From an optimization exercise on the open Yosys and OpenROAD flow, aimed at small area; shortcuts taken in it are not production practice.
Only simulation tests tie the RTL to the original design; equivalence was not proved.
Power is estimated from default activity; no workload was simulated.

`flow/config.mk`:
```
export PLATFORM = sky130hd
export DESIGN_NAME = sprite_engine_top
export DESIGN_NICKNAME = sprite_engine_top
export VERILOG_FILES = /design/flow/design.v
export SDC_FILE = /design/flow/constraint.sdc
export NUM_CORES = 4
export LEC_CHECK = 0
export CAP_MARGIN = 20
export CORE_MARGIN = 2
export CORE_UTILIZATION = 30
export SLEW_MARGIN = 20
```
`flow/constraint.sdc`:
```
create_clock -name core_clock -period 10.0 [get_ports {clk}]
set_input_delay 2.0000 -clock core_clock [delete_from_list [all_inputs] [get_ports {clk}]]
set_output_delay 2.0000 -clock core_clock [all_outputs]
set_load 0.01 [all_outputs]
```
`flow/design.v`:
```
package sprite_pkg;
    typedef logic [5:0] addr_t;
    typedef logic [7:0] byte_t;
    typedef logic [9:0] coord_t;
    typedef logic [7:0] lcoord_t;
    typedef logic [5:0] bmp_addr_t;
    typedef struct packed {
        logic [1:0]  write_n;
        logic [1:0]  read_n;
        addr_t       address;
        logic [31:0] wdata;
    } bus_req_t;
    typedef struct packed {
        coord_t pix_x;
        coord_t pix_y;
        logic   visible;
        logic   hsync;
        logic   vsync;
    } raster_t;
    typedef logic [(4 * 2)*8-1:0] obj_table_t;
    typedef enum logic [1:0] {
        IDLE,
        COPY,
        DONE
    } commit_state_t;
endpackage
`timescale 1ns/1ps
module video_timing (
    input  logic                clk,
    input  logic                rst_n,
    output sprite_pkg::raster_t raster
);
    localparam int H_TOTAL = 64 + 4 + 8 + 4;
    localparam int V_TOTAL = 32 + 1 + 2 + 1;
    localparam sprite_pkg::coord_t H_LAST    = sprite_pkg::coord_t'(H_TOTAL - 1);
    localparam sprite_pkg::coord_t V_LAST    = sprite_pkg::coord_t'(V_TOTAL - 1);
    localparam sprite_pkg::coord_t H_VIS_END = sprite_pkg::coord_t'(64);
    localparam sprite_pkg::coord_t V_VIS_END = sprite_pkg::coord_t'(32);
    localparam sprite_pkg::coord_t HS_START  = sprite_pkg::coord_t'(64 + 4);
    localparam sprite_pkg::coord_t HS_END    = sprite_pkg::coord_t'(64 + 4 + 8);
    localparam sprite_pkg::coord_t VS_START  = sprite_pkg::coord_t'(32 + 1);
    localparam sprite_pkg::coord_t VS_END    = sprite_pkg::coord_t'(32 + 1 + 2);
    localparam logic SYNC_ON = 1'(1);
    sprite_pkg::coord_t h_cnt;
    sprite_pkg::coord_t v_cnt;
    logic               h_in_sync;
    logic               v_in_sync;
    always_ff @(posedge clk) begin
        if (!rst_n) begin
            h_cnt <= '0;
            v_cnt <= '0;
        end else if (h_cnt == H_LAST) begin
            h_cnt <= '0;
            v_cnt <= (v_cnt == V_LAST) ? '0 : v_cnt + 1'b1;
        end else begin
            h_cnt <= h_cnt + 1'b1;
        end
    end
    assign h_in_sync = (h_cnt >= HS_START) && (h_cnt < HS_END);
    assign v_in_sync = (v_cnt >= VS_START) && (v_cnt < VS_END);
    assign raster.pix_x   = h_cnt;
    assign raster.pix_y   = v_cnt;
    assign raster.visible = (h_cnt < H_VIS_END) && (v_cnt < V_VIS_END);
    assign raster.hsync   = h_in_sync ? SYNC_ON : ~SYNC_ON;
    assign raster.vsync   = v_in_sync ? SYNC_ON : ~SYNC_ON;
endmodule
`timescale 1ns/1ps
module frame_commit_fsm (
    input  logic                clk,
    input  logic                rst_n,
    input  sprite_pkg::raster_t raster,
    input  logic                staging_ready,
    output logic                copy_en,
    output sprite_pkg::addr_t   copy_idx,
    output logic                commit_done,
    output logic                user_interrupt
);
    localparam sprite_pkg::addr_t LAST_IDX = sprite_pkg::addr_t'((4 * 2) - 1);
    localparam logic SYNC_ON = 1'(1);
    sprite_pkg::commit_state_t state;
    sprite_pkg::commit_state_t state_nxt;
    logic                      vsync_q;
    logic                      vsync_qq;
    logic                      frame_start;
    always_ff @(posedge clk) begin
        if (!rst_n) begin
            vsync_q  <= ~SYNC_ON;
            vsync_qq <= ~SYNC_ON;
        end else begin
            vsync_q  <= raster.vsync;
            vsync_qq <= vsync_q;
        end
    end
    assign frame_start = (vsync_q == SYNC_ON) && (vsync_qq != SYNC_ON);
    always_comb begin
        state_nxt = state;
        case (state)
            sprite_pkg::IDLE: begin
                if (frame_start && staging_ready) begin
                    state_nxt = sprite_pkg::COPY;
                end
            end
            sprite_pkg::COPY: begin
                if (copy_idx == LAST_IDX) begin
                    state_nxt = sprite_pkg::DONE;
                end
            end
            default: state_nxt = sprite_pkg::IDLE;
        endcase
    end
    always_ff @(posedge clk) begin
        if (!rst_n) begin
            state          <= sprite_pkg::IDLE;
            copy_idx       <= '0;
            user_interrupt <= 1'b0;
        end else begin
            state          <= state_nxt;
            copy_idx       <= (state == sprite_pkg::COPY) ? copy_idx + 1'b1 : '0;
            user_interrupt <= (state == sprite_pkg::IDLE) && frame_start && !staging_ready;
        end
    end
    assign copy_en     = (state == sprite_pkg::COPY);
    assign commit_done = (state == sprite_pkg::DONE);
endmodule
`timescale 1ns/1ps
module object_table (
    input  logic                   clk,
    input  logic                   rst_n,
    input  logic                   stage_we,
    input  sprite_pkg::addr_t      stage_idx,
    input  sprite_pkg::byte_t      stage_data,
    input  logic                   copy_en,
    input  sprite_pkg::addr_t      copy_idx,
    input  sprite_pkg::addr_t      rd_idx,
    output sprite_pkg::byte_t      rd_data,
    output sprite_pkg::obj_table_t active
);
    localparam int IDX_W = $clog2((4 * 2));
    sprite_pkg::obj_table_t staging;
    always_ff @(posedge clk) begin
        if (!rst_n) begin
            staging <= '0;
            active  <= '0;
        end else begin
            if (stage_we) begin
                staging[8*stage_idx[IDX_W-1:0] +: 8] <= stage_data;
            end
            if (copy_en) begin
                active[8*copy_idx[IDX_W-1:0] +: 8] <= staging[8*copy_idx[IDX_W-1:0] +: 8];
            end
        end
    end
    assign rd_data = active[8*rd_idx[IDX_W-1:0] +: 8];
endmodule
`timescale 1ns/1ps
module host_regs (
    input  logic                 clk,
    input  logic                 rst_n,
    input  sprite_pkg::bus_req_t req,
    input  logic                 commit_done,
    input  logic [2*6-1:0] bmp_addr,
    output logic [2*8-1:0] bmp_data,
    output logic                 stage_we,
    output sprite_pkg::addr_t    stage_idx,
    output sprite_pkg::byte_t    stage_data,
    output sprite_pkg::addr_t    obj_rd_idx,
    input  sprite_pkg::byte_t    obj_rd_data,
    output logic                 staging_ready,
    output logic [31:0]          data_out,
    output logic                 data_ready
);
    localparam sprite_pkg::addr_t OBJ_END  = sprite_pkg::addr_t'((4 * 2));
    localparam sprite_pkg::addr_t BMP_BASE = sprite_pkg::addr_t'(8);
    localparam sprite_pkg::addr_t BMP_END  = sprite_pkg::addr_t'(8 + 55);
    localparam sprite_pkg::addr_t CTRL     = sprite_pkg::addr_t'(63);
    localparam sprite_pkg::bmp_addr_t BMP_SIZE = sprite_pkg::bmp_addr_t'(55);
    sprite_pkg::byte_t     bitmap_mem [55];
    sprite_pkg::byte_t     control_reg;
    sprite_pkg::byte_t     rd_byte;
    sprite_pkg::bmp_addr_t bmp_idx;
    logic                  wr_byte;
    logic                  rd_req;
    logic                  in_obj;
    logic                  in_bmp;
    logic                  in_ctrl;
    assign wr_byte = (req.write_n == 2'b00);
    assign rd_req  = (req.read_n != 2'b11);
    assign in_obj  = (req.address < OBJ_END);
    assign in_bmp  = (req.address >= BMP_BASE) && (req.address < BMP_END);
    assign in_ctrl = (req.address == CTRL);
    assign bmp_idx = req.address - BMP_BASE;
    assign stage_we   = wr_byte && in_obj;
    assign stage_idx  = req.address;
    assign stage_data = req.wdata[7:0];
    assign obj_rd_idx = req.address;
    always_ff @(posedge clk) begin
        if (!rst_n) begin
            control_reg <= '0;
            for (int i = 0; i < 55; i++) begin
                bitmap_mem[i] <= '0;
            end
        end else begin
            if (wr_byte && in_bmp && control_reg[0]) begin
                bitmap_mem[bmp_idx] <= req.wdata[7:0];
            end
            if (wr_byte && in_ctrl) begin
                control_reg <= req.wdata[7:0];
            end else if (commit_done) begin
                control_reg[1] <= 1'b0;
            end
        end
    end
    assign staging_ready = control_reg[1];
    for (genvar s = 0; s < 2; s++) begin : g_fetch
        assign bmp_data[8*s +: 8] = (bmp_addr[6*s +: 6] < BMP_SIZE) ? bitmap_mem[bmp_addr[6*s +: 6]] : '0;
    end
    always_comb begin
        rd_byte = '0;
        if (in_obj) begin
            rd_byte = obj_rd_data;
        end else if (in_bmp) begin
            rd_byte = bitmap_mem[bmp_idx];
        end else if (in_ctrl) begin
            rd_byte = control_reg;
        end
    end
    always_ff @(posedge clk) begin
        if (!rst_n) begin
            data_ready <= 1'b0;
            data_out   <= '0;
        end else begin
            data_ready <= rd_req;
            data_out   <= (req.read_n == 2'b00) ? {24'b0, rd_byte} : '0;
        end
    end
endmodule
`timescale 1ns/1ps
module sprite_renderer (
    input  logic                   clk,
    input  logic                   rst_n,
    input  sprite_pkg::raster_t    raster,
    input  sprite_pkg::obj_table_t active,
    output logic [2*6-1:0] bmp_addr,
    input  logic [2*8-1:0] bmp_data,
    output logic                   pixel_on,
    output logic                   hsync,
    output logic                   vsync
);
    localparam logic [8:0] BMP_LIMIT = 9'(55);
    sprite_pkg::lcoord_t    lx;
    sprite_pkg::lcoord_t    ly;
    logic [2-1:0] bit_set;
    logic                   hsync_q;
    logic                   vsync_q;
    assign lx = sprite_pkg::lcoord_t'(raster.pix_x >> 2);
    assign ly = sprite_pkg::lcoord_t'(raster.pix_y >> 2);
    for (genvar s = 0; s < 2; s++) begin : g_spr
        localparam int BASE = s * 4;
        sprite_pkg::byte_t     spr_x;
        sprite_pkg::byte_t     spr_y;
        sprite_pkg::byte_t     spr_off;
        sprite_pkg::byte_t     spr_size;
        logic [4:0]            spr_w;
        logic [4:0]            spr_h;
        logic                  in_box;
        logic [3:0]            dx;
        logic [3:0]            dy;
        logic [8:0]            bit_off;
        logic [8:0]            byte_addr;
        logic                  hit_q;
        sprite_pkg::bmp_addr_t addr_q;
        logic [2:0]            bit_q;
        assign spr_x    = active[8*(BASE + 0) +: 8];
        assign spr_y    = active[8*(BASE + 1) +: 8];
        assign spr_off  = active[8*(BASE + 2) +: 8];
        assign spr_size = active[8*(BASE + 3) +: 8];
        assign spr_w    = {1'b0, spr_size[7:4]} + 5'd1;
        assign spr_h    = {1'b0, spr_size[3:0]} + 5'd1;
        assign in_box = raster.visible
            && (lx >= spr_x) && ({1'b0, lx} < {1'b0, spr_x} + {4'b0, spr_w})
            && (ly >= spr_y) && ({1'b0, ly} < {1'b0, spr_y} + {4'b0, spr_h});
        assign dx = 4'(lx - spr_x);
        assign dy = 4'(ly - spr_y);
        assign bit_off   = {5'b0, dy} * {4'b0, spr_w} + {5'b0, dx};
        assign byte_addr = {1'b0, spr_off} + {3'b0, bit_off[8:3]};
        always_ff @(posedge clk) begin
            if (!rst_n) begin
                hit_q <= 1'b0;
            end else begin
                hit_q <= in_box && (byte_addr < BMP_LIMIT);
            end
        end
        always_ff @(posedge clk) begin
            addr_q <= sprite_pkg::bmp_addr_t'(byte_addr);
            bit_q  <= bit_off[2:0];
        end
        assign bmp_addr[6*s +: 6] = addr_q;
        assign bit_set[s]  = hit_q && bmp_data[8*s + bit_q];
    end
    always_ff @(posedge clk) begin
        if (!rst_n) begin
            hsync_q  <= 1'b0;
            vsync_q  <= 1'b0;
            pixel_on <= 1'b0;
            hsync    <= 1'b0;
            vsync    <= 1'b0;
        end else begin
            hsync_q  <= raster.hsync;
            vsync_q  <= raster.vsync;
            pixel_on <= |bit_set;
            hsync    <= hsync_q;
            vsync    <= vsync_q;
        end
    end
endmodule
`timescale 1ns/1ps
module sprite_engine_top (
    input  logic              clk,
    input  logic              rst_n,
    input  sprite_pkg::addr_t address,
    input  logic [31:0]       data_in,
    input  logic [1:0]        data_write_n,
    input  logic [1:0]        data_read_n,
    output logic [31:0]       data_out,
    output logic              data_ready,
    output logic [7:0]        uo_out,
    output logic              user_interrupt
);
    sprite_pkg::bus_req_t   req;
    sprite_pkg::raster_t    raster;
    sprite_pkg::obj_table_t active;
    logic [2*6-1:0] bmp_addr;
    logic [2*8-1:0] bmp_data;
    sprite_pkg::addr_t      stage_idx;
    sprite_pkg::byte_t      stage_data;
    sprite_pkg::addr_t      obj_rd_idx;
    sprite_pkg::byte_t      obj_rd_data;
    sprite_pkg::addr_t      copy_idx;
    logic                   stage_we;
    logic                   staging_ready;
    logic                   copy_en;
    logic                   commit_done;
    logic                   pixel_on;
    logic                   hsync;
    logic                   vsync;
    assign req = {data_write_n, data_read_n, address, data_in};
    video_timing u_timing (.clk(clk), .rst_n(rst_n), .raster(raster));
    frame_commit_fsm u_commit (
        .clk(clk), .rst_n(rst_n), .raster(raster), .staging_ready(staging_ready),
        .copy_en(copy_en), .copy_idx(copy_idx), .commit_done(commit_done),
        .user_interrupt(user_interrupt)
    );
    object_table u_tables (
        .clk(clk), .rst_n(rst_n), .stage_we(stage_we), .stage_idx(stage_idx),
        .stage_data(stage_data), .copy_en(copy_en), .copy_idx(copy_idx),
        .rd_idx(obj_rd_idx), .rd_data(obj_rd_data), .active(active)
    );
    host_regs u_regs (
        .clk(clk), .rst_n(rst_n), .req(req), .commit_done(commit_done),
        .bmp_addr(bmp_addr), .bmp_data(bmp_data), .stage_we(stage_we),
        .stage_idx(stage_idx), .stage_data(stage_data), .obj_rd_idx(obj_rd_idx),
        .obj_rd_data(obj_rd_data), .staging_ready(staging_ready),
        .data_out(data_out), .data_ready(data_ready)
    );
    sprite_renderer u_render (
        .clk(clk), .rst_n(rst_n), .raster(raster), .active(active),
        .bmp_addr(bmp_addr), .bmp_data(bmp_data), .pixel_on(pixel_on),
        .hsync(hsync), .vsync(vsync)
    );
    assign uo_out = {vsync, hsync, {6{pixel_on}}};
endmodule
```
`flow/run.sh`:
```
#!/bin/bash
# synth_recipe.tcl (not shown) runs the flow's synth.tcl, then flattens the netlist and writes it again
# the make line also repeats each setting of config.mk as NAME=value (left out here)
make -C /OpenROAD-flow-scripts/flow DESIGN_CONFIG=/design/flow/config.mk WORK_HOME=/design/flow/orfs CLKGATE_MAP_FILE= SYNTH_SCRIPT=/design/flow/synth_recipe.tcl finish
```
==> results.txt <==
- Post-synthesis register bit count: between 700 and 800
- Buf+Inv Stages, Crit Path: 3
- Cell Rows: 139
- Remaining antenna violation count after routing: 0
- Total Nets Final: roughly 3900
- Die H: between 300 and 400 microns
- Arrival time worst endpoint: about 7.2 ns
- Worst skew pair latency: 0.69 ns
- Sequential Power Share: 47.6%
- Max_slew headroom: about 17%
- Core outline area: about 140000 sq um
- Setup-failing EPs final: 0
- Mapped Avg Cell Area: 11.6 sq um
- Die width: between 300 and 400 microns
- CTS Buf Count: 80
- Reg with most FFs: u_regs.bitmap_mem
- Comb pwr share: approximately 7.0%
- IO Count: between 80 and 90
- Hold buffer count at cts: 0
- Worst vdd ir: around 0.00012 V
- Fin crit share: roughly two thirds
- Sink Count: slightly above 700
- Largest net degree at the start of global routing: roughly 110
- DP HPWL: 108000 microns
- CP Max Fanout: 28
- Biggest regs: u_regs.bitmap_mem x512, u_tables.active x64, u_tables.staging x64
- Area grow syn2layout: 11.0%
- Top Layer Used: met5
- Worst path cell trace: clkdlybuf4s50_1, buf_4, inv_1, ha_1, nor2b_1, nand2_1, a31oi_1, nor4_1, o221ai_1, mux2i_1, a21oi_1
- Slew Limit Fails: 0
- CTS resizes: 0
- Fill cell count: about 14000
- FFs w/ async S/R, synth: 0%
- Hold WC Path Type: register to register
- Syn. warnings: 5
- Share of cells above drive strength 1: 14.4%
- Vias: roughly 34000
- Critical Path Start Type: primary input
- Critical path's top delay family: simple AND/OR/NAND/NOR gates
- DR DRC count: 0
- First-pass GRT wire length: ~230000 microns
- Outcome: complete, no violations
- Wire per inst: between 20 and 30 microns
- Register area: between 15000 and 20000 sq um
- Max-cap check violation count: 0
- GR Overflow Total: 0
- Sequential area share after synthesis: between 40 and 50%
- Final Hold Viols: 0
- CTS Root Cell: clkbuf_16
- Max Fclk: roughly 150 MHz
- Post-route minimum period: ~6.7 ns
- Max FFs per register: a little over 500
- Cell variety after synth: a little over 70
- Internal power: approximately 0.0051 W
- Worst stage delay on the critical path: 0.99 ns
- Die area: about 150000 sq um
- Vias in the first global route: roughly 33000
- PD cells: about 140 nW/um^2
- Final Skew: approximately 0.04 ns
- GRT Util Overall: a little over a fifth
- Mapped Area: 43300 sq um
- Post CTS Setup Buffer Count: 0
- Crit-path slowest cell: nor4_1
- Setup Crit Path Kind: primary input to register
- Final core occ: between 30% and 40%
- Ys flop type: edfxtp_1
- IO buf count: 37
- WL met2: between 60000 and 70000 microns
- Gp weighted congestion: 0.985
- Initial Utilization: 30.2%
- Worst-Margin Slew: 1.23 ns
- M1 WL: ~60000 microns
- Starting DRT DRC Count: 5403
- Drt via density: between 6 and 7
- Routed WL: 161000 microns
- Maximum root-to-sink buffer count: 3
- Lkg Pwr: about 16 nW
- Multi-input gate area: around 22000 sq um
- Clock-pin slew on the worst setup and hold paths: around 0.07 ns
- H-Tree Depth: 3
- DR WL met3: around 21000 microns
- RSZ-0062 raised after global routing: no
- Initial antenna violation count: 10
- Switch Pwr: 0.00176 W
- Cell count after synthesis: about 3700
- Fraction of power consumed by the clock network: 45.4%
- WP data required: between 10 and 15 ns
- CTS tree: done
- Critical Path End Type: register
- Placed insts: 5458
- Pre-Repair DR Iteration Count: 6
- Post-synth EDFFs: between 500 and 600
- Fin cells: 5612
- Setup TNS: 0 ns
- Sw frac: about a quarter
cell usage in the layout (no fill, tap or decap), types with 37 or more instances in the layout:
cell,instances
nor2_1,294
a21o_1,39
mux2i_1,120
o21ai_1,37
nand2_1,112
inv_1,114
xnor2_1,50
nand3_1,42
o221ai_1,44
dfxtp_1,194
nor3_1,86
and2_1,403
a21oi_1,106
o21ai_0,65
edfxtp_1,512
clkbuf_16,81
buf_4,93
ha_1,151
mux4_2,259
a22oi_1,355
kinds of logic after synthesis:
kind of cell / Yosys count / share of synthesized area, %
flops: 711 / 44.7
buf+inv: 448 / 4.69
mux: 387 / 16.5
fa+ha+maj: 179 / 5.66
compound gates: 846 / 13.8
other cells: 1 / 0.00867
simple gates: 1080 / 13.0
xor+xnor: 79 / 1.60
final cells by class:
cell class / count / share of cell area (%)
Clock buffer: 99 / 4.49
Multi-Input combinational cell: 2595 / 45.9
Inverter: 120 / 0.943
Antenna cell: 4 / 0.0208
Timing Repair Buffer: 132 / 2.18
Sequential cell: 711 / 40.3
Clock inverter: 48 / 1.21
Tap cell: 1903 / 4.96
final timing paths:
| kind | depth (start not counted) | end | slack [ns] | startpoint |
|---|---|---|---|---|
| max | 11 | u_regs.data_out[4]$_SDFF_PN0_ | 3.32 | address[3] |
| min | 1 | u_render.hsync$_SDFF_PN0_ | 0.46 | u_render.hsync_q$_SDFF_PN0_ |
| max reg2reg | 24 | u_render.g_spr[1].hit_q$_SDFF_PN0_ | 3.61 | u_timing.v_cnt[3]$_SDFFE_PN0P_ |
| min reg2reg | 1 | u_render.hsync$_SDFF_PN0_ | 0.46 | u_render.hsync_q$_SDFF_PN0_ |
power groups by stage:
stage,registers [W],logic [W],clock network (W)
after floorplan,0.00331,0.000271,0
after global placement,0.00334,0.000457,0
final,0.00329,0.000485,0.00313
after global routing,0.00329,0.000493,0.00326
after detailed placement,0.00334,0.000460,0
after CTS,0.00328,0.000462,0.00315
worst register-to-register path: stages, from the launching register on:
cell and delay, ns:
dfxtp_1 0.68, ha_1 0.36, a21oi_1 0.17, o21bai_1 0.09
xor2_1 0.39, nand2_1 0.15, fa_1 0.52, fa_1 0.52
fa_1 0.54, inv_1 0.04, ha_1 0.32, a21oi_1 0.16
nor2_1 0.05, nor2_1 0.16, o21bai_1 0.09, a21oi_1 0.18
xnor2_1 0.12, ha_1 0.31, nand2_1 0.05, o21ai_0 0.40
o211ai_1 0.16, a22oi_1 0.19, nor2_1 0.05, o21ai_0 0.40
nor4_1 0.14
cells in the mapped netlist (28+ instances only):
master,number,area (sq um)
ha_1,151,1890
edfxtp_1,512,15400
nand4_1,30,188
a41oi_1,28,245
inv_1,117,439
buf_4,46,345
nor3_1,87,435
and2_1,403,2520
o221ai_1,44,385
xor2_1,28,245
dfxtp_1,199,3980
buf_2,32,160
fa_1,28,561
nand3_1,42,210
mux4_2,259,5830
a22o_1,30,263
a21oi_1,106,531
nand2_1,113,424
xnor2_1,51,447
a22oi_1,355,2670
nor2_1,296,1110
clkbuf_1,207,777
mux2i_1,120,1200
a21o_1,39,293
o21ai_0,102,510
through the flow:
stage | instance area (sq um) | hold WS [ns] | power [W] | setup slack [ns]
final | 48000 | 0.459 | 0.00691 | 3.32
after global routing | 48000 | 0.479 | 0.00704 | 3.17
after CTS | 48000 | 0.464 | 0.00689 | 3.58
after detailed placement | 45300 | 0.448 | 0.00380 | 3.01
after global placement | 45200 | 0.431 | 0.00380 | 3.08
after floorplan | 43400 | 0.412 | 0.00358 | 4.74
layer usage:
metal | global-route usage [%] | vias to the layer above
met5 | 0 | -
met4 | 11.5 | 8
met3 | 6.02 | 617
met2 | 31.4 | 2633
met1 | 28.1 | 16900
li1 | - | 14100

## what the ideal ports hide
How much do the figures lean on ideal ports? The routed layout below was timed once more, with nothing changed but the port constraints. Step 1 sets driving cells, clkbuf_16 on the clock port and buf_2 on the other inputs (assumed; they add their load-dependent delay and slew). Step 2 also shifts input and output timing later by t, the mid clock arrival at the registers, as if the neighbouring blocks saw the same clock. a / b / c = ideal / step 1 / step 2; a / b = the first two.
t, ns: 0.746
slack for setup (ns): 3.316 / 3.368 / 2.622
clock arrival spread, ns: 0.041 / 0.041
After both steps setup and hold are still met in this run. For this run, drivers alone change the setup slack by +0.052 ns; drivers and shift together by -0.694 ns.
